What follows belongs to an exercise in optimizing a design on an open flow for small area; a production flow would make more cautious choices. In this exercise RTL edits were held to simulation tests only and were not proved equivalent to the original. Power figures rest on the tool's default switching activity, not on a simulated workload.

===== flow/design.v =====
package uart_pkg;
    typedef logic [7:0] byte_t;
    localparam int DATA_BITS = 8;
    localparam logic LINE_IDLE = 1'b1;
    localparam logic START_LEVEL = 1'b0;
    localparam int CLOCKS_PER_BIT_DEFAULT = 32;
    localparam int FIFO_DEPTH_DEFAULT = 256;
endpackage
`timescale 1ns/1ps
module uart_rx #(
    parameter int CLOCKS_PER_BIT = uart_pkg::CLOCKS_PER_BIT_DEFAULT
) (
    input  logic            clk,
    input  logic            i_reset,
    input  logic            i_uart_rx,
    output logic            o_valid,
    output uart_pkg::byte_t o_data
);
    localparam int CNT_W = 5;
    localparam logic [CNT_W-1:0] SAMPLE_AT = 5'b11110;
    localparam logic [3:0] PH_IDLE  = 4'd0;
    localparam logic [3:0] PH_START = 4'd1;
    localparam logic [3:0] PH_STOP  = 4'd2;
    localparam logic [3:0] PH_VALID = 4'd4;
    localparam logic [3:0] PH_DATA0 = 4'd8;
    localparam logic [3:0] PH_DATA7 = 4'd12;
    logic [3:0]       phase;
    logic [CNT_W-1:0] bit_time;
    uart_pkg::byte_t  shift_reg;
    logic             sample;
    logic             in_data;
    logic             in_idle;
    logic rx_meta;
    logic rx_sync;
    logic rx_prev;
    always_ff @(posedge clk) begin
        if (i_reset) begin
            rx_meta <= uart_pkg::LINE_IDLE;
            rx_sync <= uart_pkg::LINE_IDLE;
            rx_prev <= uart_pkg::LINE_IDLE;
        end else begin
            rx_meta <= i_uart_rx;
            rx_sync <= rx_meta;
            rx_prev <= rx_sync;
        end
    end
    assign sample  = (bit_time == SAMPLE_AT);
    assign in_data = phase[3];
    assign in_idle = (phase == PH_IDLE) || (phase == PH_VALID);
    assign o_valid = (phase == PH_VALID);
    always_ff @(posedge clk) begin
        if (in_idle) begin
            bit_time <= '0;
        end else begin
            bit_time <= {bit_time[3:0],
                         bit_time[4] ^ bit_time[2] ^ (bit_time[3:0] == '0)};
        end
    end
    always_ff @(posedge clk) begin
        if (i_reset) begin
            phase <= PH_IDLE;
        end else begin
            if (in_idle) begin
                if (rx_prev == uart_pkg::LINE_IDLE &&
                    rx_sync == uart_pkg::START_LEVEL) begin
                    phase <= PH_START;
                end else begin
                    phase <= PH_IDLE;
                end
            end else if (sample) begin
                if (phase == PH_START) begin
                    phase <= (rx_sync == uart_pkg::START_LEVEL) ? PH_DATA0 : PH_IDLE;
                end else if (phase == PH_STOP) begin
                    phase <= (rx_sync == uart_pkg::LINE_IDLE) ? PH_VALID : PH_IDLE;
                end else if (phase == PH_DATA7) begin
                    phase <= PH_STOP;
                end else begin
                    phase <= {1'b1, phase[1:0],
                              phase[2] ^ phase[1] ^ (phase[1:0] == '0)};
                end
            end
        end
    end
    always_ff @(posedge clk) begin
        if (in_data && sample) begin
            shift_reg <= {rx_sync, shift_reg[7:1]};
        end
    end
    assign o_data = shift_reg;
endmodule
`timescale 1ns/1ps
module byte_fifo #(
    parameter int FIFO_DEPTH = uart_pkg::FIFO_DEPTH_DEFAULT
) (
    input  logic            clk,
    input  logic            i_reset,
    input  logic            i_valid,
    input  uart_pkg::byte_t i_data,
    output logic            o_valid,
    output uart_pkg::byte_t o_data,
    input  logic            i_ready
);
    localparam int AW = $clog2(FIFO_DEPTH);
    logic [AW-1:0] wr_pos;
    logic [AW-1:0] rd_pos;
    logic          last_wr;
    logic          rd_pend;
    logic [AW-1:0] wr_next;
    logic [AW-1:0] rd_next;
    logic ptr_eq;
    logic mem_empty;
    logic mem_full;
    logic out_load;
    logic bypass;
    logic mem_wr;
    logic mem_rd;
    assign wr_next = {wr_pos[6:0],
                      wr_pos[7] ^ wr_pos[5] ^ wr_pos[4] ^ wr_pos[3] ^ (wr_pos[6:0] == '0)};
    assign rd_next = {rd_pos[6:0],
                      rd_pos[7] ^ rd_pos[5] ^ rd_pos[4] ^ rd_pos[3] ^ (rd_pos[6:0] == '0)};
    assign ptr_eq    = (wr_pos == rd_pos);
    assign mem_empty = ptr_eq && !last_wr;
    assign mem_full  = ptr_eq && last_wr;
    assign out_load = !o_valid || i_ready;
    assign bypass = out_load && mem_empty && i_valid;
    assign mem_wr = i_valid && !mem_full && !bypass;
    assign mem_rd = out_load && !mem_empty;
    logic [8*FIFO_DEPTH-1:0] ring;
    uart_pkg::byte_t         ring_out;
    uart_pkg::byte_t         ring_in;
    uart_pkg::byte_t         wr_buf;
    logic                    wr_hit;
    logic                    rd_hit;
    assign ring_out = ring[8*FIFO_DEPTH-1 -: 8];
    assign wr_hit   = (wr_pos == '0);
    assign rd_hit   = rd_pend && (rd_pos == '0);
    assign ring_in  = wr_hit ? wr_buf : ring_out;
    always_ff @(posedge clk) begin
        ring <= {ring[8*FIFO_DEPTH-9:0], ring_in};
    end
    always_ff @(posedge clk) begin
        if (i_reset) begin
            wr_pos  <= '0;
            rd_pos  <= '0;
            last_wr <= 1'b0;
            rd_pend <= 1'b0;
            o_valid <= 1'b0;
        end else begin
            if (!mem_wr) begin
                wr_pos <= wr_next;
            end
            if (!mem_rd) begin
                rd_pos <= rd_next;
            end
            if (mem_wr) begin
                last_wr <= 1'b1;
            end else if (mem_rd) begin
                last_wr <= 1'b0;
            end
            if (mem_rd) begin
                rd_pend <= 1'b1;
            end else if (rd_hit) begin
                rd_pend <= 1'b0;
            end
            if (out_load) begin
                o_valid <= mem_rd || bypass;
            end
        end
    end
    always_ff @(posedge clk) begin
        if (mem_wr) begin
            wr_buf <= i_data;
        end
    end
    always_ff @(posedge clk) begin
        if (rd_hit) begin
            o_data <= mem_full ? ring_out : ring_in;
        end else if (bypass) begin
            o_data <= i_data;
        end
    end
endmodule
`timescale 1ns/1ps
module uart_tx #(
    parameter int CLOCKS_PER_BIT = uart_pkg::CLOCKS_PER_BIT_DEFAULT
) (
    input  logic            clk,
    input  logic            i_reset,
    input  logic            i_valid,
    input  uart_pkg::byte_t i_data,
    output logic            o_ready,
    output logic            o_uart_tx
);
    localparam int CNT_W = 5;
    logic [9:0]       frame;
    logic [CNT_W-1:0] bit_time;
    logic             take;
    logic             bit_end;
    assign o_ready   = (frame == '0);
    assign o_uart_tx = frame[0] || o_ready;
    assign take      = o_ready && i_valid;
    assign bit_end   = (bit_time == 5'b10000);
    always_ff @(posedge clk) begin
        if (o_ready) begin
            bit_time <= '0;
        end else begin
            bit_time <= {bit_time[3:0],
                         bit_time[4] ^ bit_time[2] ^ (bit_time[3:0] == '0)};
        end
    end
    always_ff @(posedge clk) begin
        if (i_reset) begin
            frame <= '0;
        end else if (take) begin
            frame <= {1'b1, i_data, uart_pkg::START_LEVEL};
        end else if (bit_end) begin
            frame <= frame >> 1;
        end
    end
endmodule
`timescale 1ns/1ps
module uart_echo_top #(
    parameter int CLOCKS_PER_BIT = uart_pkg::CLOCKS_PER_BIT_DEFAULT,
    parameter int FIFO_DEPTH     = uart_pkg::FIFO_DEPTH_DEFAULT
) (
    input  logic clk,
    input  logic i_reset,
    input  logic i_uart_rx,
    output logic o_uart_tx
);
    logic            rx_valid;
    uart_pkg::byte_t rx_data;
    logic            fifo_valid;
    uart_pkg::byte_t fifo_data;
    logic            tx_ready;
    uart_rx #(
        .CLOCKS_PER_BIT (CLOCKS_PER_BIT)
    ) uart_rx0 (
        .clk       (clk),
        .i_reset   (i_reset),
        .i_uart_rx (i_uart_rx),
        .o_valid   (rx_valid),
        .o_data    (rx_data)
    );
    byte_fifo #(
        .FIFO_DEPTH (FIFO_DEPTH)
    ) byte_fifo0 (
        .clk     (clk),
        .i_reset (i_reset),
        .i_valid (rx_valid),
        .i_data  (rx_data),
        .o_valid (fifo_valid),
        .o_data  (fifo_data),
        .i_ready (tx_ready)
    );
    uart_tx #(
        .CLOCKS_PER_BIT (CLOCKS_PER_BIT)
    ) uart_tx0 (
        .clk       (clk),
        .i_reset   (i_reset),
        .i_valid   (fifo_valid),
        .i_data    (fifo_data),
        .o_ready   (tx_ready),
        .o_uart_tx (o_uart_tx)
    );
endmodule

===== flow/run.sh =====
#!/bin/bash
# synth_recipe.tcl (not shown) runs the flow's synth.tcl, then flattens the netlist and writes it again
# the make line also repeats each setting of config.mk as NAME=value (left out here)
make -C /OpenROAD-flow-scripts/flow DESIGN_CONFIG=/design/flow/config.mk WORK_HOME=/design/flow/orfs CLKGATE_MAP_FILE= SYNTH_SCRIPT=/design/flow/synth_recipe.tcl finish

===== flow/config.mk =====
export PLATFORM = sky130hd
export DESIGN_NAME = uart_echo_top
export DESIGN_NICKNAME = uart_echo_top
export VERILOG_FILES = /design/flow/design.v
export SDC_FILE = /design/flow/constraint.sdc
export NUM_CORES = 4
export LEC_CHECK = 0
export CAP_MARGIN = 20
export CORE_MARGIN = 2
export CORE_UTILIZATION = 70
export CTS_BUF_LIST = sky130_fd_sc_hd__clkbuf_8
export CTS_CLUSTER_DIAMETER = 60
export CTS_CLUSTER_SIZE = 20
export SLEW_MARGIN = 20

===== flow/constraint.sdc =====
create_clock -name core_clock -period 8.0 [get_ports {clk}]
set_input_delay 1.6000 -clock core_clock [delete_from_list [all_inputs] [get_ports {clk}]]
set_output_delay 1.6000 -clock core_clock [all_outputs]
set_load 0.01 [all_outputs]

==> results of run 1 <==
## power by group through the flow
stage	clock network, W	logic (W)	registers (W)
finish	0.00406	0.000387	0.0110
global route	0.00456	0.000431	0.0110
CTS	0.00421	0.000391	0.0110
detailed placement	0	0.000389	0.0112
global placement	0	0.000373	0.0112
floorplan	0	0.000299	0.0112
## per-stage QoR
step / std cells / setup slack, ps / utilization
after floorplan: 2336 / 5473 / -
after global placement: 3164 / 4592 / 0.7271
after detailed placement: 3164 / 4715 / 0.7270
after CTS: 3291 / 3860 / 0.7540
after global routing: 3292 / 3758 / 0.7540
final: 3292 / 3947 / 0.7540
## cell families after synthesis
logic type / Yosys count / share of synthesized area
AO/OA/AOI/OAI: 49 / 0.007451
AND/OR/NAND/NOR: 104 / 0.01155
buffers and inverters: 20 / 0.001763
multiplexers: 31 / 0.007280
XOR/XNOR: 14 / 0.002787
flip-flops: 2118 / 0.9692
## metal layers
metal / GRT usage / up-vias / routed length (µm) / part of all wire
li1: - / 7408 / - / -
met1: 0.2180 / 6709 / 23850 / 0.56
met2: 0.1766 / 161 / 15680 / 0.37
met3: 0.03327 / 97 / 1578 / 0.037
met4: 0.05246 / 0 / 1202 / 0.028
met5: 0 / - / 0 / 0
## worst max-delay path, cell delays in order (launching register included)
cell,delay (ps)
dfxtp_1,360
nor4_1,410
nand3_1,260
nand2b_1,130
clkdlybuf4s50_1,580
## synth_stat cells, types with 6 or more instances
master and number:
a21oi_1 20, a31oi_1 7, and2_1 6, clkbuf_1 12, dfxtp_1 2094, edfxtp_1 24
inv_1 6, mux2_2 8, mux2i_1 23, nand2_1 28, nor2_1 36, o21ai_0 6
xnor2_1 11
## worst paths after layout
kind                              start               endpoint  slack [ps]
setup / recovery      uart_tx0.frame[5]              o_uart_tx        3950
hold / removal    byte_fifo0.ring[1773]  byte_fifo0.ring[1781]         320
setup reg to reg      uart_tx0.frame[9]   byte_fifo0.wr_buf[5]        5580
hold reg to reg   byte_fifo0.ring[1773]  byte_fifo0.ring[1781]         320
## final cells by class
type | instances | area share
antenna | 1 | 0.00005358
clock buffer | 117 | 0.03448
clock inverter | 10 | 0.001286
inverter | 6 | 0.0004822
multi-input combinational | 198 | 0.02738
sequential | 2118 | 0.9130
tap | 837 | 0.02242
timing repair buffer | 5 | 0.0008573
==> metrics.cfg, run 1 <==
[cells_and_area]
fill_cells=3532
final_common_cell=dfxtp_1
final_area_mm2=0.04670
multi_input_area_mm2=0.001279
largestRegisters=byte_fifo0.ring x2048, uart_tx0.frame x10
mostFrequentLayoutCells=dfxtp_1 (2094), clkbuf_8 (117), nor2_1 (36), nand2_1 (28), edfxtp_1 (24)
drive_gt1_frac=0.05827
final_nets=2447
seqCellArea_mm2=0.04264
regMostFlops=byte_fifo0.ring
syn2layout_area_growth_pct=6.148
largest_reg_flops=2048

[cts]
cts_sinks=2118
root_buffer=clkbuf_8
path_clk_slew_ps=120
postCtsSetupBuffers=0
cts_hold_buf=0
cts_resized=0
htreeDepth=3
cts_buffers=115
cts_tree=built
clockBufferDepth=3
clk_latency_ps=740

[sta]
fmax_mhz=246.7
fin_crit_sh=0.5067
holdWs_ps=316.1
setup_viol=0
period_minus_slack_ps=4053
slew_headroom=0.5411
tns_ps=0
skew_ps=24.35
tightest_slew_ps=688.3
hold_viol_final=0
finalMaxSlewViolations=0
grt_setup_unrepaired=false

[worst_setup_path]
critical_path_class=flip-flop to output pin
crit_required_ps=6400
cp-start-kind=flip-flop
crit_path_max_fanout=6
crit_arrival_ps=2450
reg2reg_depth=4
crit_path_end_kind=output pin

[synth]
async_reset_ff_frac=0
yosys.area.top_type=dfxtp_1
synth_edf_count=24
syn-num-nets=2339
synth_cells=2336
yosysWarnings=3
ys_ff_latch=2118
synth_ff_type=dfxtp_1
yosysTopAreaCellShare=0.9528
syn-cell-area_mm2=0.04400
synthDistinctLibCells=42
syn_area_per_cell_um2=18.83
synth_top_cells_by_area=dfxtp_1 (95%), edfxtp_1 (1.6%), mux2i_1 (0.52%)
ys_seq_area_frac=0.9692

[placed_design]
io_buffer_count=3
place.gp.congestion=0.7450
dp_hpwl_um=20680
placed_area_mm2=0.04503

[global_route]
grt_max_degree=37
grt_use_total=0.1356
antenna_found_initial=2
grt_pass1_vias=14429
grt_pass1_wl_um=71210
overflow=0

[power_and_ir_drop]
power_w=0.01542
seq_power_share=0.712
p_leak_nw=18.61
ir_drop_mv=0.2517
combPwrFrac=0.025
p_int_w=0.01237
p_sw_w=0.003050
p_clk_frac=0.263
power_switching_share=0.1978
power_density_mw_per_mm2=330.2

[detailed_routing]
routed_wl_um=42310
drtIter0Drc=648
wl_per_cell_um=12.85
post-route-drc-count=0
drt_first_pass_iters=4
vias=14375
via_per_inst=4.367
antenna_left=0

[outcome]
run_status=finished clean

[hold_path]
holdCritPathClass=flip-flop to flip-flop
holdPathStages=0

[floorplan]
std_cell_rows=91
die_x_um=254.7
core_area_mm2=0.06194
design.portCount=4
dieArea_mm2=0.06487
die_h_um=254.7
start_util=0.7103

[job]
max-cap-violations=0

==> inputs of run 2 (changes only) <==
--- a/flow/config.mk
+++ b/flow/config.mk
@@ -9,6 +9,6 @@
 export CORE_MARGIN = 2
 export CORE_UTILIZATION = 70
 export CTS_BUF_LIST = sky130_fd_sc_hd__clkbuf_8
-export CTS_CLUSTER_DIAMETER = 60
+export CTS_CLUSTER_DIAMETER = 55
 export CTS_CLUSTER_SIZE = 20
 export SLEW_MARGIN = 20
==> run 2 against run 1 <==
Still clean on timing, DRC and antenna; core utilization is 0.19 points higher; non-clock buffer count stayed put; cell count is 0.30% higher; total power is 0.79% higher; global-route usage is 0.095 points higher; register-to-register slack better by 30 ps; maximum frequency is 0.68% higher; largest cell class unchanged; highest routed layer unchanged.
==> metrics.cfg, run 2 <==
[floorplan]
die_h_um=254.7
design.portCount=4
dieArea_mm2=0.06487
die_x_um=254.7
core_area_mm2=0.06194
std_cell_rows=91
start_util=0.7103

[worst_setup_path]
crit_path_end_kind=output pin
cp-start-kind=flip-flop
crit_path_max_fanout=6
critical_path.top_delay_family=simple AND/OR/NAND/NOR gates
crit_arrival_ps=2430
critPathBufInv=1
path_cells=nor4_1 -> nand3_1 -> nand2b_1 -> clkdlybuf4s50_1
slowest_delay_ps=580
critical_path_class=flip-flop to output pin
crit_required_ps=6400
cp_slowest_cell=clkdlybuf4s50_1

[cells_and_area]
drive_gt1_frac=0.06217
mostFrequentLayoutCells=dfxtp_1 (2094), clkbuf_8 (121), nor2_1 (36), nand2_1 (28), edfxtp_1 (24)
multi_input_area_mm2=0.001279
final_common_cell=dfxtp_1
syn2layout_area_growth_pct=6.421
regMostFlops=byte_fifo0.ring
final_nets=2449
largestRegisters=byte_fifo0.ring x2048, uart_tx0.frame x10
utilization=0.7559
largest_reg_flops=2048
fill_cells=3487
seqCellArea_mm2=0.04264

[synth]
async_reset_ff_frac=0
synth_cells=2336
yosysWarnings=3
yosys.area.top_type=dfxtp_1
yosysTopAreaCellShare=0.9528
synth_edf_count=24
syn-num-nets=2339
synth_common_cells=dfxtp_1 (2094), nor2_1 (36), nand2_1 (28)
post-synth-top-count-cell=dfxtp_1
synthDistinctLibCells=42
ys_ff_latch=2118
synth_top_cells_by_area=dfxtp_1 (95%), edfxtp_1 (1.6%), mux2i_1 (0.52%)
ys_seq_area_frac=0.9692
syn_area_per_cell_um2=18.83
syn-cell-area_mm2=0.04400
synth_ff_type=dfxtp_1

[placed_design]
io_buffer_count=3
place.gp.congestion=0.7450
dp_hpwl_um=20680

[detailed_routing]
drtIter0Drc=626
vias=14456
antenna_left=0
via_per_inst=4.378
wl_per_cell_um=12.91
routed_wl_um=42610
post-route-drc-count=0
drt_first_pass_iters=5

[cts]
clk_latency_ps=740
cts_sinks=2118
cts_tree=built
cts_resized=0
htreeDepth=3
cts_hold_buf=0
root_buffer=clkbuf_8
clockBufferDepth=3
cts_buffers=117
path_clk_slew_ps=110
postCtsSetupBuffers=0

[global_route]
grt_pass1_wl_um=71550
antenna_found_initial=2
overflow=0
grt_max_degree=37
grt_use_total=0.1366
grt_pass1_vias=14413

[sta]
hold_viol_final=0
slew_headroom=0.5391
tns_ps=0
fin_crit_sh=0.5032
period_minus_slack_ps=4026
setup_viol=0
fmax_mhz=248.4
holdWs_ps=314.6
finalMaxSlewViolations=0
grt_setup_unrepaired=false
skew_ps=22.69
tightest_slew_ps=691.3

[outcome]
run_status=finished clean

[power_and_ir_drop]
power_density_mw_per_mm2=332.0
ir_drop_mv=0.2098
p_leak_nw=18.67

[job]
max-cap-violations=0

[hold_path]
holdCritPathClass=flip-flop to flip-flop

[run 2: cell count changes in the layout (fill, tap and decap cells not counted), moves of 3 or more]
cell / before / now
clkinvlp_4: 4 / 1
clkbuf_8: 117 / 121
clkinv_4: 0 / 4
inv_1: 11 / 8
clkinv_2: 0 / 3
diode_2: 1 / 4
[run 2: stage by stage]
stage          worst slack [ps]  total power [W]  cells  area [µm²]
6_report                   3974          0.01554   3302       46820
5_1_grt                    3784          0.01612   3301       46820
3_5_place_dp               4715          0.01161   3164       45030
4_1_cts                    3893          0.01571   3298       46810
3_3_place_gp               4592          0.01159   3164       45030
2_1_floorplan              5473          0.01147   2336       44000
[run 2: worst paths after layout]
path              cells after the start               endpoint  slack, ps                   from
setup / recovery                      4              o_uart_tx       3970      uart_tx0.frame[5]
hold / removal                        0  byte_fifo0.ring[1906]        310  byte_fifo0.ring[1898]
setup reg to reg                      4   byte_fifo0.wr_buf[5]       5610      uart_tx0.frame[9]
hold reg to reg                       0  byte_fifo0.ring[1906]        310  byte_fifo0.ring[1898]
[run 2: cell families (layout without fill, tap and decap cells)]
kind of cell	after synthesis	in the layout	synth area share
other cells	0	4	0
xor+xnor	14	14	0.002787
simple gates	104	104	0.01155
flops	2118	2118	0.9692
compound gates	49	49	0.007451
buf+inv	20	145	0.001763
mux	31	31	0.007280
[run 2: worst reg2reg max path, stage by stage, from the launching register on]
cell	delay, ps
dfxtp_1	360
or4_1	590
o311a_4	350
o31ai_4	470
inv_1	320
[run 2: area by class of cell]
type / count / area share
sequential: 2118 / 0.9107
clock buffer: 121 / 0.03557
multi-input combinational: 198 / 0.02731
tap: 837 / 0.02237
clock inverter: 13 / 0.002512
timing repair buffer: 5 / 0.0008551
inverter: 6 / 0.0004810
antenna: 4 / 0.0002138
[run 2: report_power, final]
group	total [W]	switching (W)	leakage, nW	internal (W)
combinational	0.000390	0.000216	0.538	0.000174
sequential	0.0110	0.000109	17.2	0.0109
clock	0.00417	0.00276	0.935	0.00141
[run 2: per-layer routing]
metal / vias to the layer above / GRT usage / wire, µm
li1: 7421 / - / -
met1: 6767 / 0.2182 / 24080
met2: 161 / 0.1786 / 15730
met3: 107 / 0.03307 / 1506
met4: 0 / 0.05480 / 1300
met5: - / 0 / 0
==> inputs of run 3 (changes only) <==
==> flow/flow/run.sh (new file) <==
#!/bin/bash
# Standard layout, with the clock tree built without dummy loads.
set -euo pipefail
export CTS_ARGS="-sink_clustering_enable -repair_clock_nets -dont_use_dummy_load -buf_list sky130_fd_sc_hd__clkbuf_8 -sink_clustering_size 20 -sink_clustering_max_diameter 55"
bash standard.sh > flow_make.log 2>&1
==> flow/standard.sh (new file) <==
#!/bin/bash
# synth_recipe.tcl (not shown) runs the flow's synth.tcl, then flattens the netlist and writes it again
# the make line also repeats each setting of config.mk as NAME=value (left out here)
make -C /OpenROAD-flow-scripts/flow DESIGN_CONFIG=/design/flow/config.mk WORK_HOME=/design/flow/orfs CLKGATE_MAP_FILE= SYNTH_SCRIPT=/design/flow/synth_recipe.tcl "${@:-finish}"
--- a/flow/config.mk
+++ b/flow/config.mk
@@ -7,8 +7,8 @@
 export LEC_CHECK = 0
 export CAP_MARGIN = 20
 export CORE_MARGIN = 2
-export CORE_UTILIZATION = 70
+export CORE_UTILIZATION = 60
 export CTS_BUF_LIST = sky130_fd_sc_hd__clkbuf_8
-export CTS_CLUSTER_DIAMETER = 55
+export CTS_CLUSTER_DIAMETER = 60
 export CTS_CLUSTER_SIZE = 20
 export SLEW_MARGIN = 20
removed: flow/run.sh
==> run 3 against run 2 <==
Maximum frequency decreased by 2.4%; total power down 0.72%; sequential cell count is the same; critical path depth unchanged; clock skew rose by 27 ps; first-iteration DRC count rose by 6.9%; non-clock buffer count down 1; clock power shrank 3%; combinational power about the same; worst setup slack got worse by 100 ps; synthesized area stayed put; die area rose by 16%; largest power group unchanged.
==> metrics.cfg, run 3 <==
[outcome]
run_status=finished clean

[detailed_routing]
drtIter0Drc=669
wl_per_cell_um=12.22
vias=14510
post-route-drc-count=0
routed_wl_um=41630
drt_first_pass_iters=4
antenna_left=0
via_per_inst=4.260

[sta]
skew_ps=49.20
setup_viol=0
period_minus_slack_ps=4126
fin_crit_sh=0.5157
tightest_slew_ps=818.4
hold_viol_final=0
grt_setup_unrepaired=false
fmax_mhz=242.4
tns_ps=0
slew_headroom=0.4521
finalMaxSlewViolations=0

[synth]
syn_area_per_cell_um2=18.83
yosysTopAreaCellShare=0.9528
syn-num-nets=2339
synth_edf_count=24
yosysWarnings=3
synth_cells=2336
yosys.area.top_type=dfxtp_1
synth_ff_type=dfxtp_1
synthDistinctLibCells=42
ys_seq_area_frac=0.9692
syn-cell-area_mm2=0.04400
async_reset_ff_frac=0
ys_ff_latch=2118
synth_top_cells_by_area=dfxtp_1 (95%), edfxtp_1 (1.6%), mux2i_1 (0.52%)
synth_common_cells=dfxtp_1 (2094), nor2_1 (36), nand2_1 (28)
post-synth-top-count-cell=dfxtp_1

[power_and_ir_drop]
p_sw_w=0.003041
power_switching_share=0.1971
power_w=0.01543
ir_drop_mv=0.2166
seq_power_share=0.712
p_int_w=0.01239
combPwrFrac=0.025
p_leak_nw=18.59
p_clk_frac=0.263
power_density_mw_per_mm2=329.5

[hold_path]
holdCritPathClass=flip-flop to flip-flop
holdCritStartpoint=byte_fifo0.ring[1805]

[global_route]
grt_max_degree=37
grt_pass1_wl_um=71050
grt_use_total=0.1145
grt_pass1_vias=14521
antenna_found_initial=2
overflow=0

[cells_and_area]
largest_reg_flops=2048
syn2layout_area_growth_pct=6.455
mostFrequentLayoutCells=dfxtp_1 (2094), clkbuf_8 (120), nor2_1 (36), nand2_1 (28), edfxtp_1 (24)
final_nets=2451
final_common_cell=dfxtp_1
regMostFlops=byte_fifo0.ring
largestRegisters=byte_fifo0.ring x2048, uart_tx0.frame x10
drive_gt1_frac=0.05724

[floorplan]
core_area_mm2=0.07283
design.portCount=4
dieArea_mm2=0.07551
die_x_um=274.8
start_util=0.6041
std_cell_rows=99
die_h_um=274.8

[worst_setup_path]
crit_required_ps=6400
crit_path_end_kind=output pin
crit_path_max_fanout=6
cp-start-kind=flip-flop
crit_arrival_ps=2530
r2r-start=uart_tx0.frame[5]
critical_path_class=flip-flop to output pin
worstSetupStartpoint=uart_tx0.frame[5]

[cts]
cts_buffers=120
clockBufferDepth=3
cts_sinks=2118
clk_latency_ps=720
htreeDepth=3
cts_tree=built
cts_resized=0
path_clk_slew_ps=120
postCtsSetupBuffers=0
cts_hold_buf=0
root_buffer=clkbuf_8

[placed_design]
place.gp.congestion=0.7304
dp_hpwl_um=20150
io_buffer_count=3

[job]
max-cap-violations=0

[run 3: cell counts after synthesis]
Identical to the previous run, type by type.
[run 3: cell type report]
type | instances | area (µm²)
well taps | 959 | 1200
clock buffers | 120 | 1652
fillers | 5057 | 26000
flip-flops and latches | 2118 | 42640
inverters | 6 | 22.52
diodes | 1 | 2.502
multi-input cells | 198 | 1287
repair buffers | 4 | 32.53
[run 3: worst paths after layout]
check,to,slack (ps),depth (start not counted)
hold / removal,byte_fifo0.ring[1813],280,0
hold reg to reg,byte_fifo0.ring[1813],280,0
setup reg to reg,byte_fifo0.wr_buf[2],5560,4
setup / recovery,o_uart_tx,3870,4
[run 3: per-layer routing]
metal  routed length (µm)  share of wire  up-vias  track usage
met3                 1886          0.045      114      0.02741
met2                15040           0.36      188       0.1472
met5                    0              0        -            0
met4                 1317          0.032        0      0.05349
li1                     -              -     7394            -
met1                23380           0.56     6814       0.1811
[run 3: cell families (layout without fill, tap and decap cells)]
group	count (synthesis)	in the layout	synth area share
mux	31	31	0.007280
simple gates	104	104	0.01155
compound gates	49	49	0.007451
buf+inv	20	130	0.001763
flops	2118	2118	0.9692
other cells	0	1	0
xor+xnor	14	14	0.002787
[run 3: power by group through the flow]
stage	Combinational, W	Sequential (W)	Clock, W
2_1_floorplan	0.000299	0.0112	0
3_3_place_gp	0.000366	0.0112	0
3_5_place_dp	0.000390	0.0112	0
6_report	0.000393	0.0110	0.00406
5_1_grt	0.000432	0.0110	0.00463
4_1_cts	0.000391	0.0110	0.00426
[run 3: metrics by stage]
stage | worst slack, ps | std cells | util | instance area (µm²) | hold slack, ps
floorplan | 5473 | 2336 | - | 44000 | 309.6
global placement | 4608 | 3285 | 0.6203 | 45180 | 310.1
detailed placement | 4598 | 3285 | 0.6202 | 45170 | 312.1
CTS | 3753 | 3405 | 0.6429 | 46830 | 280.7
global route | 3711 | 3406 | 0.6431 | 46840 | 293.7
finish | 3874 | 3406 | 0.6431 | 46840 | 284.4
[run 3: worst max-delay path: stages (launching register included)]
cell             delay (ps)
dfxtp_1                 370
nor4_1                  410
nand3_1                 250
nand2b_1                220
clkdlybuf4s50_1         570
==> inputs of run 4 (changes only) <==
--- a/flow/config.mk
+++ b/flow/config.mk
@@ -7,7 +7,7 @@
 export LEC_CHECK = 0
 export CAP_MARGIN = 20
 export CORE_MARGIN = 2
-export CORE_UTILIZATION = 60
+export CORE_UTILIZATION = 70
 export CTS_BUF_LIST = sky130_fd_sc_hd__clkbuf_8
 export CTS_CLUSTER_DIAMETER = 60
 export CTS_CLUSTER_SIZE = 20
==> run 4 against run 3 <==
Still clean; final area decreased by 0.41%; combinational power barely moved; synthesized cell count stayed put; via count fell by 1.1%; global-route usage is 2.1 points higher; total power decreased by 0.27%.
==> metrics.cfg, run 4 <==
[outcome]
run_status=finished clean

[synth]
synth_edf_count=24
yosysTopAreaCellShare=0.9528
synth_ff_type=dfxtp_1
synth_top_cells_by_area=dfxtp_1 (95%), edfxtp_1 (1.6%), mux2i_1 (0.52%)
synthDistinctLibCells=42
async_reset_ff_frac=0
yosys.area.top_type=dfxtp_1
synth_cells=2336
syn-cell-area_mm2=0.04400
syn-num-nets=2339
yosysWarnings=3
syn_area_per_cell_um2=18.83
synth_common_cells=dfxtp_1 (2094), nor2_1 (36), nand2_1 (28)
post-synth-top-count-cell=dfxtp_1
ys_ff_latch=2118
ys_seq_area_frac=0.9692

[cells_and_area]
regMostFlops=byte_fifo0.ring
final_common_cell=dfxtp_1
largest_reg_flops=2048
fill_cells=3528
mostFrequentLayoutCells=dfxtp_1 (2094), clkbuf_8 (117), nor2_1 (36), nand2_1 (28), edfxtp_1 (24)
syn2layout_area_growth_pct=6.023
drive_gt1_frac=0.05646
final_nets=2449
largestRegisters=byte_fifo0.ring x2048, uart_tx0.frame x10

[detailed_routing]
wl_per_cell_um=12.87
antenna_left=0
routed_wl_um=42260
drt_first_pass_iters=4
vias=14353
via_per_inst=4.371
post-route-drc-count=0
drtIter0Drc=595

[cts]
cts_buffers=117
cts_tree=built
htreeDepth=3
path_clk_slew_ps=110
clk_latency_ps=740
cts_hold_buf=0
root_buffer=clkbuf_8
postCtsSetupBuffers=0
clockBufferDepth=3
cts_resized=0
cts_sinks=2118

[worst_setup_path]
slowest_delay_ps=580
critPathBufInv=1
path_cells=nor4_1 -> nand3_1 -> nand2b_1 -> clkdlybuf4s50_1
crit_path_max_fanout=6
crit_required_ps=6400
worstSetupPathDepth=4
cp-start-kind=flip-flop
reg2reg_depth=4
critical_path_class=flip-flop to output pin
critical_path.top_delay_family=simple AND/OR/NAND/NOR gates
crit_arrival_ps=2380
crit_path_end_kind=output pin
cp_slowest_cell=clkdlybuf4s50_1

[global_route]
antenna_found_initial=2
grt.met3_usage=0.03307
grt_use_met2=0.1749
grt_pass1_wl_um=70890
top_usage_layer=met1
grt_max_degree=37
grt_use_total=0.1351
overflow=0
grt_use_met1=0.2172
grt_pass1_vias=14331

[job]
max-cap-violations=0

[power_and_ir_drop]
ir_drop_mv=0.2676
p_leak_nw=18.57
power_density_mw_per_mm2=329.9

[sta]
fmax_mhz=251.2
skew_ps=53.29
tightest_slew_ps=674.3
slew_headroom=0.5504
holdWs_ps=284.0
grt_setup_unrepaired=false
tns_ps=0
setup_viol=0
fin_crit_sh=0.4975
finalMaxSlewViolations=0
period_minus_slack_ps=3980
hold_viol_final=0

[floorplan]
dieArea_mm2=0.06487
design.portCount=4
die_x_um=254.7
core_area_mm2=0.06194
start_util=0.7103
die_h_um=254.7
std_cell_rows=91

[placed_design]
place.gp.congestion=0.7450
io_buffer_count=3
dp_hpwl_um=20680

[hold_path]
holdCritPathClass=flip-flop to flip-flop
holdPathStages=0

## run 4: layout make-up
class | instances | area, µm² | area share
Antenna cell | 3 | 7.507 | 0.0001609
Clock buffer | 117 | 1610 | 0.03452
Inverter | 6 | 22.52 | 0.0004828
Multi-Input combinational cell | 198 | 1279 | 0.02741
Sequential cell | 2118 | 42640 | 0.9141
Tap cell | 837 | 1047 | 0.02245
Timing Repair Buffer | 5 | 40.04 | 0.0008583
## run 4: routing by layer
layer	vias to the layer above	share of wire	routed length (µm)
met2	150	0.37	15530
met3	100	0.039	1631
met1	6708	0.56	23820
met4	0	0.030	1275
li1	7395	-	-
met5	-	0	0
## run 4: cells by family (layout without fill, tap and decap cells)
| kind of cell | count (synthesis) | after routing | synth area share |
|---|---|---|---|
| compound gates | 49 | 49 | 0.007451 |
| xor+xnor | 14 | 14 | 0.002787 |
| buf+inv | 20 | 128 | 0.001763 |
| flops | 2118 | 2118 | 0.9692 |
| mux | 31 | 31 | 0.007280 |
| other cells | 0 | 3 | 0 |
| simple gates | 104 | 104 | 0.01155 |
## run 4: worst paths after layout
path                          from               endpoint  slack (ps)
max              uart_tx0.frame[5]              o_uart_tx        4020
min          byte_fifo0.ring[1898]  byte_fifo0.ring[1906]         280
max reg2reg      uart_tx0.frame[9]   byte_fifo0.wr_buf[0]        5560
min reg2reg  byte_fifo0.ring[1898]  byte_fifo0.ring[1906]         280
## run 4: power breakdown
group          switching (W)  leakage, nW  internal, W  total, W
Clock                0.00270        0.841      0.00132   0.00402
Sequential          0.000109         17.2       0.0109    0.0110
Combinational       0.000216        0.538     0.000174  0.000390
Total                0.00303         18.6       0.0124    0.0154
## run 4: stage by stage
step	setup slack (ps)	area, µm²	total power, W	utilization	instances
final	4020	46650	0.01539	0.7531	3284
after global routing	3825	46650	0.01596	0.7531	3284
after CTS	3938	46640	0.01555	0.7530	3281
after detailed placement	4715	45030	0.01161	0.7270	3164
after global placement	4592	45030	0.01159	0.7271	3164
after floorplan	5473	44000	0.01147	-	2336
==> inputs of run 5 (changes only) <==
==> flow/flow/run.sh (replaced) <==
#!/bin/bash
# The standard layout (the standard.sh, whole), except that the clock
# tree is built without dummy loads and with leaf clusters of at most 20
# sinks within 55 um. make's full output goes to flow_make.log here; each
# tool's own log is under orfs/logs/
set -euo pipefail
export CTS_ARGS="-sink_clustering_enable -repair_clock_nets -dont_use_dummy_load -buf_list sky130_fd_sc_hd__clkbuf_8 -sink_clustering_size 20 -sink_clustering_max_diameter 55"
bash standard.sh > flow_make.log 2>&1
--- a/flow/config.mk
+++ b/flow/config.mk
@@ -7,7 +7,7 @@
 export LEC_CHECK = 0
 export CAP_MARGIN = 20
 export CORE_MARGIN = 2
-export CORE_UTILIZATION = 70
+export CORE_UTILIZATION = 75
 export CTS_BUF_LIST = sky130_fd_sc_hd__clkbuf_8
 export CTS_CLUSTER_DIAMETER = 60
 export CTS_CLUSTER_SIZE = 20
==> run 5 against run 4 <==
Synthesized area is the same; routed wire length is 26% higher; via count grew 1.6%; critical path depth unchanged; total power is 0.32% higher; maximum frequency down 1.3%; sequential power about the same; die area shrank 6.6%; global-route usage up 5.0 points; clock skew is 18 ps higher; clock power is essentially flat; core utilization is 5.2 points higher.
==> metrics.cfg, run 5 <==
[synth]
syn_area_per_cell_um2=18.83
synth_common_cells=dfxtp_1 (2094), nor2_1 (36), nand2_1 (28)
ys_seq_area_frac=0.9692
syn-num-nets=2339
yosysWarnings=3
synth_cells=2336
synthDistinctLibCells=42
syn-cell-area_mm2=0.04400
async_reset_ff_frac=0
yosysTopAreaCellShare=0.9528
synth_top_cells_by_area=dfxtp_1 (95%), edfxtp_1 (1.6%), mux2i_1 (0.52%)
post-synth-top-count-cell=dfxtp_1
ys_ff_latch=2118
synth_ff_type=dfxtp_1
synth_edf_count=24
yosys.area.top_type=dfxtp_1

[floorplan]
start_util=0.7611
dieArea_mm2=0.06062
core_area_mm2=0.05781
die_h_um=246.2
std_cell_rows=88
die_x_um=246.2
design.portCount=4

[detailed_routing]
post-route-drc-count=0
routed_wl_um=53110
antenna_left=0
wl_per_cell_um=16.55
drt_first_pass_iters=5
via_per_inst=4.544
vias=14581
drtIter0Drc=607

[sta]
tightest_slew_ps=804.2
skew_ps=71.18
grt_setup_unrepaired=false
tns_ps=0
finalMaxSlewViolations=0
fmax_mhz=248.0
period_minus_slack_ps=4033
slew_headroom=0.4616
hold_viol_final=0
holdWs_ps=287.8
setup_viol=0
fin_crit_sh=0.5041

[global_route]
grt_max_degree=37
grt_pass1_vias=15850
antenna_found_initial=2
overflow=0
grt_use_total=0.1851
grt_pass1_wl_um=85880

[power_and_ir_drop]
power_density_mw_per_mm2=331.6
power_w=0.01544
ir_drop_mv=0.2900
p_leak_nw=18.57

[worst_setup_path]
crit_path_end_kind=output pin
crit_path_max_fanout=6
crit_required_ps=6400
crit_arrival_ps=2430
regToRegSetupSlack_ps=5540
cp-start-kind=flip-flop
critical_path_class=flip-flop to output pin
r2r-start=uart_tx0.frame[9]
worstSetupStartpoint=uart_tx0.frame[6]

[cts]
root_buffer=clkbuf_8
cts_buffers=116
cts_resized=0
cts_tree=built
path_clk_slew_ps=110
postCtsSetupBuffers=0
cts_hold_buf=0
cts_sinks=2118
htreeDepth=3
clk_latency_ps=730
clockBufferDepth=3

[cells_and_area]
largest_reg_flops=2048
drive_gt1_frac=0.05567
syn2layout_area_growth_pct=5.807
final_nets=2448
largestRegisters=byte_fifo0.ring x2048, uart_tx0.frame x10
final_common_cell=dfxtp_1
mostFrequentLayoutCells=dfxtp_1 (2094), clkbuf_8 (116), nor2_1 (36), nand2_1 (28), edfxtp_1 (24)
utilization=0.8053
regMostFlops=byte_fifo0.ring

[job]
max-cap-violations=0

[placed_design]
dp_hpwl_um=30860
place.gp.congestion=0.7234
io_buffer_count=3

[hold_path]
holdCritStartpoint=byte_fifo0.ring[65]
holdCritPathClass=flip-flop to flip-flop

[outcome]
run_status=finished clean

-- run 5: cell counts after synthesis --
Identical to the previous run, type by type.
-- run 5: critical path: stages (launching register included) --
cell and delay (ps):
dfxtp_1 350, nor4_1 400, nand3_1 260, nand2b_1 170, clkdlybuf4s50_1 560
-- run 5: metrics by stage --
stage | setup slack, ps | area, µm² | instances
6_report | 3968 | 46550 | 3209
5_1_grt | 3684 | 46550 | 3209
4_1_cts | 3898 | 46550 | 3208
3_5_place_dp | 4756 | 44950 | 3092
3_3_place_gp | 4759 | 44940 | 3092
2_1_floorplan | 5473 | 44000 | 2336
-- run 5: layout make-up --
| class | count | area, µm² |
|---|---|---|
| sequential | 2118 | 42640 |
| inverter | 6 | 22.52 |
| tap | 765 | 957.2 |
| multi-input combinational | 198 | 1287 |
| clock buffer | 116 | 1597 |
| fill | 2461 | 11250 |
| timing repair buffer | 5 | 45.04 |
| antenna | 1 | 2.502 |
-- run 5: logic make-up after synthesis --
logic type	synth area share
DFF	0.9692
and+or+nand+nor	0.01155
AOI/OAI and AO/OA	0.007451
muxes	0.007280
buffers and inverters	0.001763
xor gates and xnor gates	0.002787
-- run 5: metal layers --
metal  global-route usage  part of all wire  vias up
met5                    0                 0        -
met4              0.06275             0.027        0
met3              0.03617             0.031      120
met2               0.2952              0.47      187
met1               0.2588              0.47     6887
li1                     -                 -     7387
-- run 5: path summary, 6_finish.rpt --
kind | endpoint | depth (start not counted)
max | o_uart_tx | 4
min | byte_fifo0.ring[73] | 0
max reg2reg | byte_fifo0.wr_buf[6] | 4
min reg2reg | byte_fifo0.ring[73] | 0
-- run 5: where the power goes --
group / switching [W] / internal (W)
Sequential: 0.000128 / 0.0109
Combinational: 0.000235 / 0.000174
Clock: 0.00272 / 0.00131
==> inputs of run 6 (changes only) <==
--- a/flow/flow/run.sh
+++ b/flow/flow/run.sh
@@ -5,4 +5,5 @@
 # tool's own log is under orfs/logs/
 set -euo pipefail
 export CTS_ARGS="-sink_clustering_enable -repair_clock_nets -dont_use_dummy_load -buf_list sky130_fd_sc_hd__clkbuf_8 -sink_clustering_size 20 -sink_clustering_max_diameter 55"
+export RECOVER_POWER=100
 bash standard.sh > flow_make.log 2>&1
--- a/flow/config.mk
+++ b/flow/config.mk
@@ -7,7 +7,7 @@
 export LEC_CHECK = 0
 export CAP_MARGIN = 20
 export CORE_MARGIN = 2
-export CORE_UTILIZATION = 75
+export CORE_UTILIZATION = 70
 export CTS_BUF_LIST = sky130_fd_sc_hd__clkbuf_8
 export CTS_CLUSTER_DIAMETER = 60
 export CTS_CLUSTER_SIZE = 20
==> run 6 against run 5 <==
Now fails the layout checks on capacitance limit, slew limit; via count fell by 1.3%; worst hold slack worse by 0.70 ps; sequential cell count unchanged; first-iteration DRC count increased by 2.8%; global-route usage down 5.0 points; routed wire length down 20%; synthesized area unchanged; total power fell by 0.43%; final area rose by 0.15%; critical path depth stayed put; critical endpoint unchanged.
==> metrics.cfg, run 6 <==
[cells_and_area]
syn2layout_area_growth_pct=5.966
final_common_cell=dfxtp_1
largest_reg_flops=2048
final_nets=2449
largestRegisters=byte_fifo0.ring x2048, uart_tx0.frame x10
drive_gt1_frac=0.05524
fill_cells=3533
utilization=0.7527
regMostFlops=byte_fifo0.ring
mostFrequentLayoutCells=dfxtp_1 (2094), clkbuf_8 (117), nor2_1 (36), nand2_1 (28), edfxtp_1 (24)

[synth]
yosysTopAreaCellShare=0.9528
async_reset_ff_frac=0
syn-num-nets=2339
syn_area_per_cell_um2=18.83
syn-cell-area_mm2=0.04400
synth_top_cells_by_area=dfxtp_1 (95%), edfxtp_1 (1.6%), mux2i_1 (0.52%)
yosysWarnings=3
yosys.area.top_type=dfxtp_1
synth_cells=2336
synth_ff_type=dfxtp_1
ys_ff_latch=2118
post-synth-top-count-cell=dfxtp_1
synth_edf_count=24
synthDistinctLibCells=42
synth_common_cells=dfxtp_1 (2094), nor2_1 (36), nand2_1 (28)
ys_seq_area_frac=0.9692

[hold_path]
holdCritPathClass=flip-flop to flip-flop
holdCritStartpoint=byte_fifo0.ring[1898]
holdPathStages=0
min_to=byte_fifo0.ring[1906]

[global_route]
antenna_found_initial=2
grt_pass1_wl_um=70890
grt_use_total=0.1351
grt_pass1_vias=14331
grt_max_degree=37
overflow=0

[sta]
hold_viol_final=0
setup_viol=0
fin_crit_sh=0.5053
grt_setup_unrepaired=false
tns_ps=0
skew_ps=50.14
finalMaxSlewViolations=37
fmax_mhz=247.4
period_minus_slack_ps=4043
slew_headroom=-0.07664
tightest_slew_ps=1615

[floorplan]
core_area_mm2=0.06194
design.portCount=4
die_x_um=254.7
die_h_um=254.7
std_cell_rows=91
start_util=0.7103
dieArea_mm2=0.06487

[power_and_ir_drop]
combPwrFrac=0.024
power_density_mw_per_mm2=329.7
p_clk_frac=0.262
p_int_w=0.01235
power_switching_share=0.1965
ir_drop_mv=0.2676
p_leak_nw=18.57
seq_power_share=0.714
p_sw_w=0.003020

[detailed_routing]
post-route-drc-count=0
via_per_inst=4.382
routed_wl_um=42310
drt_first_pass_iters=4
drtIter0Drc=624
wl_per_cell_um=12.88
antenna_left=0
vias=14390

[cts]
cts_resized=0
clk_latency_ps=740
cts_sinks=2118
postCtsSetupBuffers=0
htreeDepth=3
cts_tree=built
cts_hold_buf=0
clockBufferDepth=3
cts_buffers=117
root_buffer=clkbuf_8
path_clk_slew_ps=110

[outcome]
failed_checks=capacitance limit, slew limit
run_status=finished with violations

[worst_setup_path]
r2r-start=uart_tx0.frame[9]
reg2reg_to=byte_fifo0.wr_buf[0]
critical_path_class=flip-flop to output pin
crit_arrival_ps=2440
crit_required_ps=6400
crit_path_end_kind=output pin
crit_path_max_fanout=6
reg2reg_depth=4
regToRegSetupSlack_ps=4650
cp-start-kind=flip-flop

[job]
max-cap-violations=2

[placed_design]
place.gp.congestion=0.7450
dp_hpwl_um=20680
io_buffer_count=3

==> run 6: cell counts after synthesis <==
No cell type changed its count.
==> run 6: how the worst max path moves through the flow <==
stage / from / end / depth (start not counted)
finish: uart_tx0.frame[5] / o_uart_tx / 4
global route: uart_tx0.frame[9] / o_uart_tx / 4
CTS: uart_tx0.frame[9] / o_uart_tx / 4
detailed placement: uart_tx0.frame[5] / o_uart_tx / 4
global placement: i_reset / uart_rx0.rx_prev / 2
floorplan: uart_tx0.frame[5] / o_uart_tx / 3
==> run 6: through the flow <==
step | instance area (µm²) | power, W | hold WS, ps | cells | setup WS (ps)
final | 46620 | 0.01537 | 287.1 | 3284 | 3957
after global routing | 46620 | 0.01595 | 291.5 | 3284 | 3757
after CTS | 46640 | 0.01555 | 280.7 | 3281 | 3938
after detailed placement | 45030 | 0.01161 | 312.1 | 3164 | 4715
after global placement | 45030 | 0.01159 | 309.5 | 3164 | 4592
after floorplan | 44000 | 0.01147 | 309.6 | 2336 | 5473
==> run 6: cells by family (layout without fill, tap and decap cells) <==
logic type,count (synthesis),after routing,synth area share
xor gates and xnor gates,14,14,0.002787
and+or+nand+nor,104,104,0.01155
other,0,3,0
buffers and inverters,20,128,0.001763
AOI/OAI and AO/OA,49,49,0.007451
DFF,2118,2118,0.9692
muxes,31,31,0.007280
==> run 6: area by class of cell <==
class                   instances  area, µm²  share of cell area
multi-input cells             198       1255             0.02692
diodes                          3      7.507           0.0001610
clock buffers                 117       1610             0.03454
repair buffers                  5      38.79           0.0008319
flip-flops and latches       2118      42640              0.9146
well taps                     837       1047             0.02246
inverters                       6      22.52           0.0004831
==> run 6: per-layer routing <==
metal / global-route usage / share of wire / vias to the layer above
met5: 0 / 0 / -
met4: 0.05414 / 0.029 / 0
met3: 0.03307 / 0.034 / 97
met2: 0.1749 / 0.37 / 153
met1: 0.2172 / 0.57 / 6745
li1: - / - / 7395
==> run 6: power groups by stage <==
stage          Sequential, W  Clock (W)  Combinational [W]
2_1_floorplan         0.0112          0           0.000299
3_3_place_gp          0.0112          0           0.000373
3_5_place_dp          0.0112          0           0.000389
4_1_cts               0.0110    0.00418           0.000392
5_1_grt               0.0110    0.00451           0.000415
6_report              0.0110    0.00402           0.000371
==> run 6: critical path: stages, from the launching register on <==
cell and delay [ps]:
dfxtp_1 340, nor4_1 410, nand3_1 250, nand2b_1 120, dlygate4sd3_1 640
==> inputs of run 7 (changes only) <==
--- a/flow/flow/run.sh
+++ b/flow/flow/run.sh
@@ -5,5 +5,4 @@
 # tool's own log is under orfs/logs/
 set -euo pipefail
 export CTS_ARGS="-sink_clustering_enable -repair_clock_nets -dont_use_dummy_load -buf_list sky130_fd_sc_hd__clkbuf_8 -sink_clustering_size 20 -sink_clustering_max_diameter 55"
-export RECOVER_POWER=100
 bash standard.sh > flow_make.log 2>&1
==> run 7 against run 6 <==
Total power increased by 0.11%; register-to-register slack better by 910 ps; cell count is the same; sequential power hardly changed; clock power is essentially flat; highest routed layer unchanged; the run now finishes clean; sequential share of layout area barely moved; die area unchanged; final area barely moved; global-route usage stayed put.
==> metrics.cfg, run 7 <==
[detailed_routing]
wl_per_cell_um=12.87
routed_wl_um=42260
drt_first_pass_iters=4
antenna_left=0
via_per_inst=4.371
post-route-drc-count=0
vias=14353
drtIter0Drc=595

[worst_setup_path]
critical_path_class=flip-flop to output pin
cp-start-kind=flip-flop
cp_slowest_cell=clkdlybuf4s50_1
critical_path.top_delay_family=simple AND/OR/NAND/NOR gates
slowest_delay_ps=580
crit_required_ps=6400
crit_path_end_kind=output pin
critPathBufInv=1
crit_path_max_fanout=6
path_cells=nor4_1 -> nand3_1 -> nand2b_1 -> clkdlybuf4s50_1
crit_arrival_ps=2380

[placed_design]
placed_area_mm2=0.04503
placed_cells=3164
io_buffer_count=3
dp_slack_ps=4715
place.gp.congestion=0.7450
dp_hpwl_um=20680

[synth]
yosys.area.top_type=dfxtp_1
syn-num-nets=2339
yosysWarnings=3
synth_top_cells_by_area=dfxtp_1 (95%), edfxtp_1 (1.6%), mux2i_1 (0.52%)
yosysTopAreaCellShare=0.9528
synth_edf_count=24
async_reset_ff_frac=0
synthDistinctLibCells=42
ys_ff_latch=2118
syn-cell-area_mm2=0.04400
synth_cells=2336
synth_common_cells=dfxtp_1 (2094), nor2_1 (36), nand2_1 (28)
synth_ff_type=dfxtp_1
post-synth-top-count-cell=dfxtp_1
syn_area_per_cell_um2=18.83
ys_seq_area_frac=0.9692

[floorplan]
die_h_um=254.7
core_area_mm2=0.06194
start_util=0.7103
std_cell_rows=91
design.portCount=4
die_x_um=254.7
dieArea_mm2=0.06487

[cells_and_area]
regMostFlops=byte_fifo0.ring
largestRegisters=byte_fifo0.ring x2048, uart_tx0.frame x10
syn2layout_area_growth_pct=6.023
drive_gt1_frac=0.05646
final_nets=2449
mostFrequentLayoutCells=dfxtp_1 (2094), clkbuf_8 (117), nor2_1 (36), nand2_1 (28), edfxtp_1 (24)
final_area_mm2=0.04665
fin_cells=3284
utilization=0.7531
final_common_cell=dfxtp_1
largest_reg_flops=2048
fill_cells=3528

[global_route]
overflow=0
grt_use_total=0.1351
antenna_found_initial=2
grt_pass1_vias=14331
grt_pass1_wl_um=70890
grt_max_degree=37

[sta]
setup_ws_ps=4020
period_minus_slack_ps=3980
fmax_mhz=251.2
skew_ps=53.29
tns_ps=0
slew_headroom=0.5504
fin_crit_sh=0.4975
hold_viol_final=0
finalMaxSlewViolations=0
setup_viol=0
tightest_slew_ps=674.3
grt_setup_unrepaired=false

[cts]
path_clk_slew_ps=110
postCtsSetupBuffers=0
cts_tree=built
cts_hold_buf=0
htreeDepth=3
cts_sinks=2118
cts_buffers=117
cts_resized=0
root_buffer=clkbuf_8
clk_latency_ps=740
clockBufferDepth=3

[job]
max-cap-violations=0

[hold_path]
holdCritPathClass=flip-flop to flip-flop

[power_and_ir_drop]
p_leak_nw=18.57
power_density_mw_per_mm2=329.9
ir_drop_mv=0.2676

[outcome]
run_status=finished clean

-- run 7: cell counts after synthesis --
No cell type changed its count.
-- run 7: final cells by class --
cell class                 count  area, µm²  share of cell area
inverter                       6      22.52           0.0004828
tap                          837       1047             0.02245
multi-input combinational    198       1279             0.02741
sequential                  2118      42640              0.9141
clock buffer                 117       1610             0.03452
timing repair buffer           5      40.04           0.0008583
antenna                        3      7.507           0.0001609
-- run 7: per-stage QoR --
stage | hold WS [ps] | total power, W
floorplan | 309.6 | 0.01147
global placement | 309.5 | 0.01159
detailed placement | 312.1 | 0.01161
CTS | 280.7 | 0.01555
global route | 291.5 | 0.01596
finish | 284.0 | 0.01539
-- run 7: metal layers --
| layer | track usage | vias to the layer above | part of all wire |
|---|---|---|---|
| li1 | - | 7395 | - |
| met5 | 0 | - | 0 |
| met2 | 0.1749 | 150 | 0.37 |
| met4 | 0.05414 | 0 | 0.030 |
| met3 | 0.03307 | 100 | 0.039 |
| met1 | 0.2172 | 6708 | 0.56 |
-- run 7: report_power, final --
| group | internal, W | switching [W] | leakage [nW] | total, W |
|---|---|---|---|---|
| combinational | 0.000174 | 0.000216 | 0.538 | 0.000390 |
| clock | 0.00132 | 0.00270 | 0.841 | 0.00402 |
| sequential | 0.0109 | 0.000109 | 17.2 | 0.0110 |
| total | 0.0124 | 0.00303 | 18.6 | 0.0154 |
-- run 7: cell families (layout without fill, tap and decap cells) --
kind of cell | count (synthesis) | count (layout) | synth area share
flops | 2118 | 2118 | 0.9692
simple gates | 104 | 104 | 0.01155
compound gates | 49 | 49 | 0.007451
mux | 31 | 31 | 0.007280
buf+inv | 20 | 128 | 0.001763
xor+xnor | 14 | 14 | 0.002787
other cells | 0 | 3 | 0
-- run 7: final timing paths --
check                              from  slack (ps)  cells past startpoint               endpoint
setup / recovery      uart_tx0.frame[5]        4020                      4              o_uart_tx
hold / removal    byte_fifo0.ring[1898]         280                      0  byte_fifo0.ring[1906]
setup reg to reg      uart_tx0.frame[9]        5560                      4   byte_fifo0.wr_buf[0]
hold reg to reg   byte_fifo0.ring[1898]         280                      0  byte_fifo0.ring[1906]
==> inputs of run 8 (changes only) <==
==> flow/flow/run.sh (replaced) <==
#!/bin/bash
# The standard layout (the standard.sh, whole), except that the clock
# tree is built without dummy loads and with leaf clusters of at most 21
# sinks within 55 um. make's full output goes to flow_make.log here; each
# tool's own log is under orfs/logs/
set -euo pipefail
export CTS_ARGS="-sink_clustering_enable -repair_clock_nets -dont_use_dummy_load -buf_list sky130_fd_sc_hd__clkbuf_8 -sink_clustering_size 21 -sink_clustering_max_diameter 55"
bash standard.sh > flow_make.log 2>&1
==> run 8 against run 7 <==
Still clean on timing, DRC and antenna; sequential share of layout area rose by 0.12 points; clock skew fell by 4.7 ps; sequential power hardly changed; maximum frequency rose by 0.22%; core utilization is 0.097 points lower; sequential cell count unchanged; routed wire length grew 0.14%; largest power group unchanged.
==> metrics.cfg, run 8 <==
[cts]
cts_resized=0
root_buffer=clkbuf_8
cts_buffers=113
clockBufferDepth=3
postCtsSetupBuffers=0
cts_sinks=2118
cts_tree=built
cts_hold_buf=0
clk_latency_ps=710
path_clk_slew_ps=110
htreeDepth=3

[floorplan]
design.portCount=4
core_area_mm2=0.06194
die_h_um=254.7
std_cell_rows=91
dieArea_mm2=0.06487
start_util=0.7103
die_x_um=254.7

[synth]
synthDistinctLibCells=42
yosys.area.top_type=dfxtp_1
synth_cells=2336
syn-num-nets=2339
syn-cell-area_mm2=0.04400
synth_top_cells_by_area=dfxtp_1 (95%), edfxtp_1 (1.6%), mux2i_1 (0.52%)
async_reset_ff_frac=0
yosysWarnings=3
yosysTopAreaCellShare=0.9528
synth_edf_count=24
synth_ff_type=dfxtp_1
synth_common_cells=dfxtp_1 (2094), nor2_1 (36), nand2_1 (28)
post-synth-top-count-cell=dfxtp_1
ys_seq_area_frac=0.9692
syn_area_per_cell_um2=18.83
ys_ff_latch=2118

[global_route]
grt_use_total=0.1354
grt_max_degree=37
grt_use_met2=0.1775
overflow=0
grt_pass1_wl_um=71080
grt_pass1_vias=14342
grt.met3_usage=0.03276
antenna_found_initial=2
grt_use_met1=0.2175
top_usage_layer=met1

[worst_setup_path]
critical_path.top_delay_family=simple AND/OR/NAND/NOR gates
cp-start-kind=flip-flop
path_cells=nor4_1 -> nand3_1 -> nand2b_1 -> clkdlybuf4s50_1
critPathBufInv=1
crit_path_max_fanout=6
slowest_delay_ps=580
crit_required_ps=6400
crit_path_end_kind=output pin
cp_slowest_cell=clkdlybuf4s50_1
critical_path_class=flip-flop to output pin
crit_arrival_ps=2370

[detailed_routing]
vias=14446
drt_first_pass_iters=4
antenna_left=0
post-route-drc-count=0
drtIter0Drc=625
routed_wl_um=42320
via_per_inst=4.407
wl_per_cell_um=12.91

[sta]
finalMaxSlewViolations=0
tns_ps=0
setup_viol=0
skew_ps=48.57
fin_crit_sh=0.4964
fmax_mhz=251.8
grt_setup_unrepaired=false
setup_ws_ps=4029
hold_viol_final=0
period_minus_slack_ps=3971
tightest_slew_ps=686.2
slew_headroom=0.5425

[job]
max-cap-violations=0

[cells_and_area]
syn2layout_area_growth_pct=5.887
final_nets=2445
multi_input_area_mm2=0.001279
mostFrequentLayoutCells=dfxtp_1 (2094), clkbuf_8 (113), nor2_1 (36), nand2_1 (28), edfxtp_1 (24)
final_common_cell=dfxtp_1
largest_reg_flops=2048
regMostFlops=byte_fifo0.ring
drive_gt1_frac=0.05492
fill_cells=3530
seqCellArea_mm2=0.04264
largestRegisters=byte_fifo0.ring x2048, uart_tx0.frame x10

[power_and_ir_drop]
p_int_w=0.01232
seq_power_share=0.716
power_switching_share=0.1964
power_density_mw_per_mm2=329.1
combPwrFrac=0.025
p_leak_nw=18.55
p_sw_w=0.003012
p_clk_frac=0.259
ir_drop_mv=0.2428

[hold_path]
holdCritPathClass=flip-flop to flip-flop

[outcome]
run_status=finished clean

[placed_design]
dp_hpwl_um=20680
dp_slack_ps=4715
io_buffer_count=3
place.gp.congestion=0.7450

run 8: logic make-up (layout without fill, tap and decap cells):
kind of cell,after synthesis,count (layout),synth area share
multiplexers,31,31,0.007280
other,0,1,0
buffers and inverters,20,124,0.001763
AND/OR/NAND/NOR,104,104,0.01155
XOR/XNOR,14,14,0.002787
AO/OA/AOI/OAI,49,49,0.007451
flip-flops,2118,2118,0.9692
run 8: cell type report:
| cell class | count | area share |
|---|---|---|
| well taps | 837 | 0.02248 |
| inverters | 6 | 0.0004834 |
| diodes | 1 | 0.00005371 |
| repair buffers | 5 | 0.0008594 |
| multi-input cells | 198 | 0.02745 |
| flip-flops and latches | 2118 | 0.9153 |
| clock buffers | 113 | 0.03338 |
run 8: path summary, 6_finish.rpt:
check	from	endpoint	slack (ps)	cells past startpoint
hold reg to reg	byte_fifo0.ring[887]	byte_fifo0.ring[895]	280	0
setup / recovery	uart_tx0.frame[5]	o_uart_tx	4030	4
hold / removal	byte_fifo0.ring[887]	byte_fifo0.ring[895]	280	0
setup reg to reg	uart_tx0.frame[9]	byte_fifo0.wr_buf[0]	5570	4
run 8: power groups by stage:
stage	clock, W	sequential [W]	combinational, W
floorplan	0	0.0112	0.000299
global placement	0	0.0112	0.000373
detailed placement	0	0.0112	0.000389
CTS	0.00411	0.0110	0.000392
global route	0.00446	0.0110	0.000432
finish	0.00396	0.0110	0.000389
run 8: metrics by stage:
stage | hold WS [ps] | total power (W) | std cells | util | instance area, µm²
6_report | 278.9 | 0.01533 | 3278 | 0.7521 | 46590
3_3_place_gp | 309.5 | 0.01159 | 3164 | 0.7271 | 45030
4_1_cts | 283.0 | 0.01549 | 3277 | 0.7521 | 46580
2_1_floorplan | 309.6 | 0.01147 | 2336 | - | 44000
3_5_place_dp | 312.1 | 0.01161 | 3164 | 0.7270 | 45030
5_1_grt | 277.1 | 0.01591 | 3278 | 0.7521 | 46590
run 8: worst reg2reg max path, cell delays in order, from the launching register on:
cell	delay, ps
dfxtp_1	360
or4_1	610
o311a_4	360
o31ai_4	470
inv_1	320
run 8: routing by layer:
metal	vias to the layer above	routed length, µm
met5	-	0
met2	163	15750
li1	7392	-
met3	100	1618
met1	6791	23720
met4	0	1228
==> inputs of run 9 (changes only) <==
==> flow/flow/run.sh (replaced) <==
#!/bin/bash
# The standard layout (the standard.sh, whole), except that the clock
# tree is built without dummy loads and with clkbuf_4 buffers and leaf clusters of at most 12
# sinks within 50 um. make's full output goes to flow_make.log here; each
# tool's own log is under orfs/logs/
set -euo pipefail
export CTS_ARGS="-sink_clustering_enable -repair_clock_nets -dont_use_dummy_load -buf_list sky130_fd_sc_hd__clkbuf_4 -sink_clustering_size 12 -sink_clustering_max_diameter 50"
bash standard.sh > flow_make.log 2>&1
==> run 9 against run 8 <==
Total power shrank 0.70%; register-to-register slack lost 30 ps; sequential power barely moved; maximum frequency shrank 8.0%; worst setup slack got worse by 340 ps; die area unchanged; clock skew increased by 28 ps; worst hold slack lost 5.1 ps; critical endpoint unchanged; largest cell class unchanged; largest power group unchanged.
==> metrics.cfg, run 9 <==
[outcome]
run_status=finished clean

[sta]
grt_setup_unrepaired=false
tightest_slew_ps=697.5
skew_ps=76.73
setup_viol=0
fin_crit_sh=0.5393
slew_headroom=0.5350
period_minus_slack_ps=4315
tns_ps=0
finalMaxSlewViolations=0
hold_viol_final=0
setup_ws_ps=3685
fmax_mhz=231.8

[synth]
synth_top_cells_by_area=dfxtp_1 (95%), edfxtp_1 (1.6%), mux2i_1 (0.52%)
ys_seq_area_frac=0.9692
syn-num-nets=2339
yosys.area.top_type=dfxtp_1
ys_ff_latch=2118
synth_cells=2336
post-synth-top-count-cell=dfxtp_1
yosysTopAreaCellShare=0.9528
syn_area_per_cell_um2=18.83
yosysWarnings=3
synth_common_cells=dfxtp_1 (2094), nor2_1 (36), nand2_1 (28)
synth_ff_type=dfxtp_1
async_reset_ff_frac=0
synthDistinctLibCells=42
synth_edf_count=24
syn-cell-area_mm2=0.04400

[detailed_routing]
antenna_left=0
wl_per_cell_um=12.72
drt_first_pass_iters=4
vias=14898
wl_met3_um=2029
drtIter0Drc=613
top_layer=met4
routed-wl-met2_um=15800
m1WireLength_um=23710
post-route-drc-count=0
routed_wl_um=42790
via_per_inst=4.429

[cts]
cts_tree=built
clockBufferDepth=3
cts_hold_buf=0
cts_resized=0
htreeDepth=4
cts_buffers=194
clk_latency_ps=990
postCtsSetupBuffers=0
path_clk_slew_ps=110
cts_sinks=2118
root_buffer=clkbuf_4

[worst_setup_path]
crit_path_max_fanout=6
cp-start-kind=flip-flop
cp_slowest_cell=clkdlybuf4s50_1
critical_path.top_delay_family=simple AND/OR/NAND/NOR gates
crit_path_end_kind=output pin
crit_required_ps=6400
path_cells=nor4_1 -> nand3_1 -> nand2b_1 -> clkdlybuf4s50_1
crit_arrival_ps=2710
slowest_delay_ps=580
critical_path_class=flip-flop to output pin
critPathBufInv=1

[job]
max-cap-violations=0

[power_and_ir_drop]
p_leak_nw=18.63
ir_drop_mv=0.2136
power_density_mw_per_mm2=327.5

[cells_and_area]
final_nets=2526
drive_gt1_frac=0.08528
syn2layout_area_growth_pct=5.690
regMostFlops=byte_fifo0.ring
largestRegisters=byte_fifo0.ring x2048, uart_tx0.frame x10
mostFrequentLayoutCells=dfxtp_1 (2094), clkbuf_4 (194), nor2_1 (36), nand2_1 (28), edfxtp_1 (24)
largest_reg_flops=2048
final_common_cell=dfxtp_1

[floorplan]
dieArea_mm2=0.06487
core_area_mm2=0.06194
die_x_um=254.7
die_h_um=254.7
design.portCount=4
std_cell_rows=91
start_util=0.7103

[placed_design]
dp_hpwl_um=20680
dp_slack_ps=4715
place.gp.congestion=0.7450
io_buffer_count=3

[global_route]
grt_max_degree=37
antenna_found_initial=3
overflow=0
grt_pass1_wl_um=72770
grt_pass1_vias=15061
grt_use_total=0.1402

[hold_path]
holdCritPathClass=flip-flop to flip-flop

==> run 9: cell types whose count changed in the layout (fill, tap and decap cells not counted) <==
cell,change
clkbuf_8,-113
diode_2,+5
clkbuf_4,+194
==> run 9: cells by family (layout without fill, tap and decap cells) <==
logic type | after synthesis | count (layout) | synth area share
flip-flops | 2118 | 2118 | 0.9692
AND/OR/NAND/NOR | 104 | 104 | 0.01155
AO/OA/AOI/OAI | 49 | 49 | 0.007451
multiplexers | 31 | 31 | 0.007280
buffers and inverters | 20 | 205 | 0.001763
XOR/XNOR | 14 | 14 | 0.002787
other | 0 | 6 | 0
==> run 9: layer usage <==
layer	vias to the layer above	GRT usage
met2	240	0.1752
met1	6898	0.2178
met5	-	0
li1	7642	-
met4	0	0.07602
met3	118	0.04154
==> run 9: worst paths after layout <==
check | from | end | slack [ps] | cells after the start
min | byte_fifo0.ring[2003] | byte_fifo0.ring[2011] | 270 | 0
max reg2reg | uart_tx0.frame[9] | byte_fifo0.wr_buf[4] | 5540 | 4
max | uart_tx0.frame[5] | o_uart_tx | 3690 | 4
min reg2reg | byte_fifo0.ring[2003] | byte_fifo0.ring[2011] | 270 | 0
==> run 9: worst reg2reg max path: stages (launching register included) <==
cell	delay, ps
dfxtp_1	360
or4_1	590
o311a_4	350
o31ai_4	490
inv_1	330
==> run 9: through the flow <==
stage	util	instance area, µm²	hold slack, ps	total power, W	cells
finish	0.7507	46500	273.8	0.01523	3364
global route	0.7507	46500	267.0	0.01588	3363
CTS	0.7505	46490	250.9	0.01542	3358
detailed placement	0.7270	45030	312.1	0.01161	3164
global placement	0.7271	45030	309.5	0.01159	3164
floorplan	-	44000	309.6	0.01147	2336
==> run 9: power breakdown <==
part / switching, W / internal (W) / total, W
logic: 0.000214 / 0.000174 / 0.000388
clock network: 0.00274 / 0.00112 / 0.00386
registers: 0.000109 / 0.0109 / 0.0110
total: 0.00306 / 0.0122 / 0.0152
==> run 9: final cells by class <==
| cell class | count | area [µm²] |
|---|---|---|
| clock buffers | 194 | 1456 |
| diodes | 6 | 15.01 |
| repair buffers | 5 | 40.04 |
| inverters | 6 | 22.52 |
| multi-input cells | 198 | 1279 |
| flip-flops and latches | 2118 | 42640 |
| well taps | 837 | 1047 |
| fillers | 3643 | 15440 |

-- what the ideal ports hide --
The flow's constraints put no driver on any port. The routed layouts listed below were extracted and timed again, unchanged, in two steps. Step 1 (the two cells are an assumption about what drives the block):
set clk [get_ports {clk}]
set_driving_cell -lib_cell sky130_fd_sc_hd__clkbuf_16 $clk
set_driving_cell -lib_cell sky130_fd_sc_hd__buf_2 [delete_from_list [all_inputs] $clk]
Step 2, shift: input delay + t, output delay - t, t = (earliest + latest rising clock arrival at the registers) / 2. This alone moves slack from input paths to output paths. Slacks: ideal ports / drivers / drivers and shift; pairs: ideal ports / drivers.
run	t (ns)	slack for setup (ns)	worst setup path at the end	clock arrival spread, ns
run 1	0.772	3.947 / 3.894 / 4.667	register to output	0.029 / 0.029
run 2	0.781	3.974 / 3.919 / 4.700	register to output	0.032 / 0.032
run 3	0.754	3.874 / 3.814 / 4.569	register to output	0.055 / 0.055
run 4	0.756	4.020 / 3.964 / 4.721	register to output	0.075 / 0.075
run 5	0.762	3.967 / 3.911 / 4.672	register to output	0.084 / 0.085
run 6	0.759	3.957 / 3.902 / 4.646	register to register	0.071 / 0.072
run 7	0.756	4.020 / 3.964 / 4.721	register to output	0.075 / 0.075
run 8	0.743	4.029 / 3.976 / 4.719	register to output	0.062 / 0.062
run 9	1.008	3.685 / 3.631 / 4.639	register to output	0.088 / 0.088
